This design comes from an exercise in tuning for small area on the open sky130 flow, not from production work.
Only simulation tests tie the RTL to the original design; equivalence was not proved.
Power figures rest on the tool's default switching activity, not on a simulated workload.

// proc_core
module proc_core #(
    parameter int TAPU_NUM       = 2,
    parameter int ROWS           = 2,
    parameter int COLS           = 4,
    parameter int BUF_DEPTH      = 16,
    parameter int RES_FIFO_DEPTH = 4,
    parameter int OUT_FIFO_DEPTH = 8
) (
    input  logic                              clk,
    input  logic                              rst_n,
    input  logic                              i_x_valid,
    output logic                              o_x_ready,
    input  logic [TAPU_NUM*ROWS*core_pkg::OPND_W-1:0]   i_x_data,
    input  logic                              i_x_last,
    input  logic                              i_y_valid,
    output logic                              o_y_ready,
    input  logic [COLS*core_pkg::OPND_W-1:0]            i_y_data,
    input  logic                              i_y_last,
    output logic                              o_loadx_done,
    output logic                              o_loady_done,
    input  logic                              i_exec_start,
    input  logic                              i_psu_clr,
    input  logic [7:0]                        i_depth,
  ...
For scale: roughly 220 I/O pins, ~0.15 sq mm of cells after synthesis.
==> flow/config.mk <==
export PLATFORM = sky130hd
export DESIGN_NAME = proc_core
export DESIGN_NICKNAME = proc_core
export VERILOG_FILES = /design/flow/design.v
export SDC_FILE = /design/flow/constraint.sdc
export NUM_CORES = 4
export LEC_CHECK = 0
export CAP_MARGIN = 20
export CORE_MARGIN = 2
export CORE_UTILIZATION = 60
export CTS_CLUSTER_DIAMETER = 100
export CTS_CLUSTER_SIZE = 24
export PLACE_DENSITY = 0.75
export SLEW_MARGIN = 20
export SYNTH_HIERARCHICAL = 1
==> flow/constraint.sdc <==
create_clock -name core_clock -period 6.3 [get_ports {clk}]
set_input_delay 1.2600 -clock core_clock [delete_from_list [all_inputs] [get_ports {clk}]]
set_output_delay 1.2600 -clock core_clock [all_outputs]
set_load 0.01 [all_outputs]
standard.sh (not shown) runs the stock make flow with config.mk's settings and CLKGATE_MAP_FILE= SYNTH_SCRIPT=/design/flow/synth_recipe.tcl, a recipe that flattens the netlist after the stock synthesis.
==> flow/flow/run.sh <==
#!/bin/bash
# The standard layout (standard.sh: the standard flow's synthesis and ORFS flow), with two
# changes: the port buffers are the smallest buffer cell, clock tree
# synthesis inserts no dummy loads, and after global routing gates on paths
# with positive slack are sized down (RECOVER_POWER). Each tool's output is kept in
# flow_make.log here, and ORFS's per-step logs under orfs/logs/.
set -euo pipefail
export BUFFER_PORTS_ARGS="-buffer_cell sky130_fd_sc_hd__buf_1"
export RECOVER_POWER=40
export CTS_ARGS="-sink_clustering_enable -repair_clock_nets -sink_clustering_size 24 -sink_clustering_max_diameter 100 -dont_use_dummy_load"
bash standard.sh finish > flow_make.log 2>&1
The starting point ran to the end with no violations.
Next try:
--- a/flow/flow/run.sh
+++ b/flow/flow/run.sh
@@ -9 +9 @@
-export RECOVER_POWER=40
+export RECOVER_POWER=100
What happened: The new run finished but fails on max-capacitance violations, max-slew violations. Setup slack gets worse by 0.16 ns. Design area is about the same. Count of clock-buffer cells in the layout is unchanged. Sequential share of layout area is higher by 0.17 points.
Next try:
--- a/flow/flow/run.sh
+++ b/flow/flow/run.sh
@@ -3,3 +3,2 @@
-# changes: the port buffers are the smallest buffer cell, clock tree
-# synthesis inserts no dummy loads, and after global routing gates on paths
-# with positive slack are sized down (RECOVER_POWER). Each tool's output is kept in
+# changes: the port buffers are the smallest buffer cell, and clock tree
+# synthesis inserts no dummy loads. Each tool's output is kept in
@@ -9 +7,0 @@
-export RECOVER_POWER=100
The new run ran to the end with no violations.
Maximum frequency rose by a few percent.
Routed wire length is about the same.
Area after synthesis does not change.
Clock skew hardly moves.
Utilization rose by 0.20 points.
Register-to-register slack is better by 0.06 ns.
Next try:
- CORE_UTILIZATION: 60 -> 70
- PLACE_DENSITY: 0.75 -> 0.85
Result:
- The new run completed with no timing, DRC or antenna violations
- global-route usage is higher by 6.2 points
- setup slack is worse by 0.18 ns
- wire length is higher by 0.74%
- power is higher by 0.33%
- via count is higher by 3.1%

========
proc_core, a different RTL version from the one above (not shown whole).
For scale: about 8900 cells after synthesis, roughly 220 I/O pins.
Design proc_core, start of the top module:
module proc_core #(
    parameter int TAPU_NUM       = 2,
    parameter int ROWS           = 2,
    parameter int COLS           = 4,
    parameter int BUF_DEPTH      = 16,
    parameter int RES_FIFO_DEPTH = 4,
    parameter int OUT_FIFO_DEPTH = 8
) (
    input  logic                              clk,
    input  logic                              rst_n,
    input  logic                              i_x_valid,
    output logic                              o_x_ready,
    input  logic [TAPU_NUM*ROWS*core_pkg::OPND_W-1:0]   i_x_data,
    input  logic                              i_x_last,
    input  logic                              i_y_valid,
    output logic                              o_y_ready,
    input  logic [COLS*core_pkg::OPND_W-1:0]            i_y_data,
    input  logic                              i_y_last,
    output logic                              o_loadx_done,
    output logic                              o_loady_done,
    input  logic                              i_exec_start,
    input  logic                              i_psu_clr,
    input  logic [7:0]                        i_depth,
    output logic                              o_exec_done,
    input  logic                              i_store_start,
    output logic                              o_store_done,
    output logic                              o_m_valid,
    input  logic                              i_m_ready,
    output logic [COLS*core_pkg::PSUM_W-1:0]            o_m_data,
    output logic                              o_m_last
);
    localparam int NROW  = TAPU_NUM * ROWS;
    localparam int X_W   = NROW * core_pkg::OPND_W;
    localparam int Y_W   = COLS * core_pkg::OPND_W;
    localparam int RES_W = COLS * core_pkg::PSUM_W;
    logic [X_W-1:0]             x_rd_data;
    logic [Y_W-1:0]             y_rd_data;
    logic [BUF_DEPTH-1:0]       rd_sel;
    logic                       acc_en;
    logic [NROW-1:0][RES_W-1:0] acc;
    logic                       out_full;
  ...
Settings: LEC_CHECK=0, CAP_MARGIN=20, CORE_MARGIN=2, CORE_UTILIZATION=40, CTS_CLUSTER_DIAMETER=100, CTS_CLUSTER_SIZE=24, PLACE_DENSITY=0.6, SLEW_MARGIN=20, SYNTH_HIERARCHICAL=1; clock period 6.3 ns.
==> flow/flow/run.sh <==
#!/bin/bash
# The standard layout (standard.sh: the standard flow's synthesis and ORFS flow), with two
# changes: the port buffers are the smallest buffer cell, and clock tree
# synthesis inserts no dummy loads. Each tool's output is kept in
# flow_make.log here, and ORFS's per-step logs under orfs/logs/.
set -euo pipefail
export BUFFER_PORTS_ARGS="-buffer_cell sky130_fd_sc_hd__buf_1"
export CTS_ARGS="-sink_clustering_enable -repair_clock_nets -sink_clustering_size 24 -sink_clustering_max_diameter 100 -dont_use_dummy_load"
bash standard.sh finish > flow_make.log 2>&1
The baseline completed without violations.
==> next run, changes <==
==> flow/run.sh (new file) <==
#!/bin/bash
# synth_recipe.tcl (not shown) runs the flow's synth.tcl, then flattens the netlist and writes it again
# the make line also repeats each setting of config.mk as NAME=value (left out here)
make -C /OpenROAD-flow-scripts/flow DESIGN_CONFIG=/design/flow/config.mk WORK_HOME=/design/flow/orfs CLKGATE_MAP_FILE= SYNTH_SCRIPT=/design/flow/synth_recipe.tcl finish
- CORE_UTILIZATION: 40 -> 60
- PLACE_DENSITY: 0.6 -> 0.75
removed: flow/flow/run.sh
removed: flow/standard.sh
Synthesized cell count does not change.
Total power came out higher by 1.9%.
Combinational power climbs by 4.3%.
Die area decreases by 33%.
Sequential cell count stays the same.
Register-to-register slack gets worse by 0.09 ns.
==> next run, changes <==
- CORE_UTILIZATION: 60 -> 40
- PLACE_DENSITY: 0.75 -> 0.6
Outcome: The new run went through all stages and came out clean. Via count went down slightly. Clock skew went up by 0.012 ns. Die area went up by well over a third. Worst hold slack improved by 0.017 ns.

port drivers added, routing unchanged:
In the flow no input, the clock included, has a driving cell. The finished layouts below were timed again as built, in two steps.
Step 1: set_driving_cell puts a clkbuf_16 on clk and a buf_2 on each other input, an assumption about the parent block.
Step 2 adds t to the input delays and takes it off the output delays; t is the mean of the earliest and latest rising clock arrival at the registers after step 1. Input paths then give back, and output paths get back, about the clock's delay inside the block.
Slacks: ideal ports / drivers / drivers and shift; pairs: ideal ports / drivers.
| run | shift t [ns] | slack for setup (ns) | worst data-port slew with drivers (ns) | pins driven straight from the clock port |
|---|---|---|---|---|
| the first run of note 1 | 0.933 | 0.389 / 0.389 / 0.389 | 0.14 | 1 |
| the second run of note 1 | 0.930 | 0.233 / 0.155 / -0.641 | 0.14 | 1 |
| the third run of note 1 | 0.932 | 0.393 / 0.393 / 0.393 | 0.13 | 1 |
| the fourth run of note 1 | 0.930 | 0.211 / 0.211 / 0.211 | 0.12 | 1 |
| the first run of note 2 | 0.985 | 0.413 / 0.413 / 0.413 | 0.17 | 1 |
| the second run of note 2 | 0.971 | 0.319 / 0.319 / 0.319 | 0.14 | 1 |
| the third run of note 2 | 1.012 | 0.320 / 0.320 / 0.320 | 0.19 | 1 |
For the second run of note 1, which loses most, drivers alone change the setup slack by -0.078 ns; drivers and shift together by -0.874 ns.
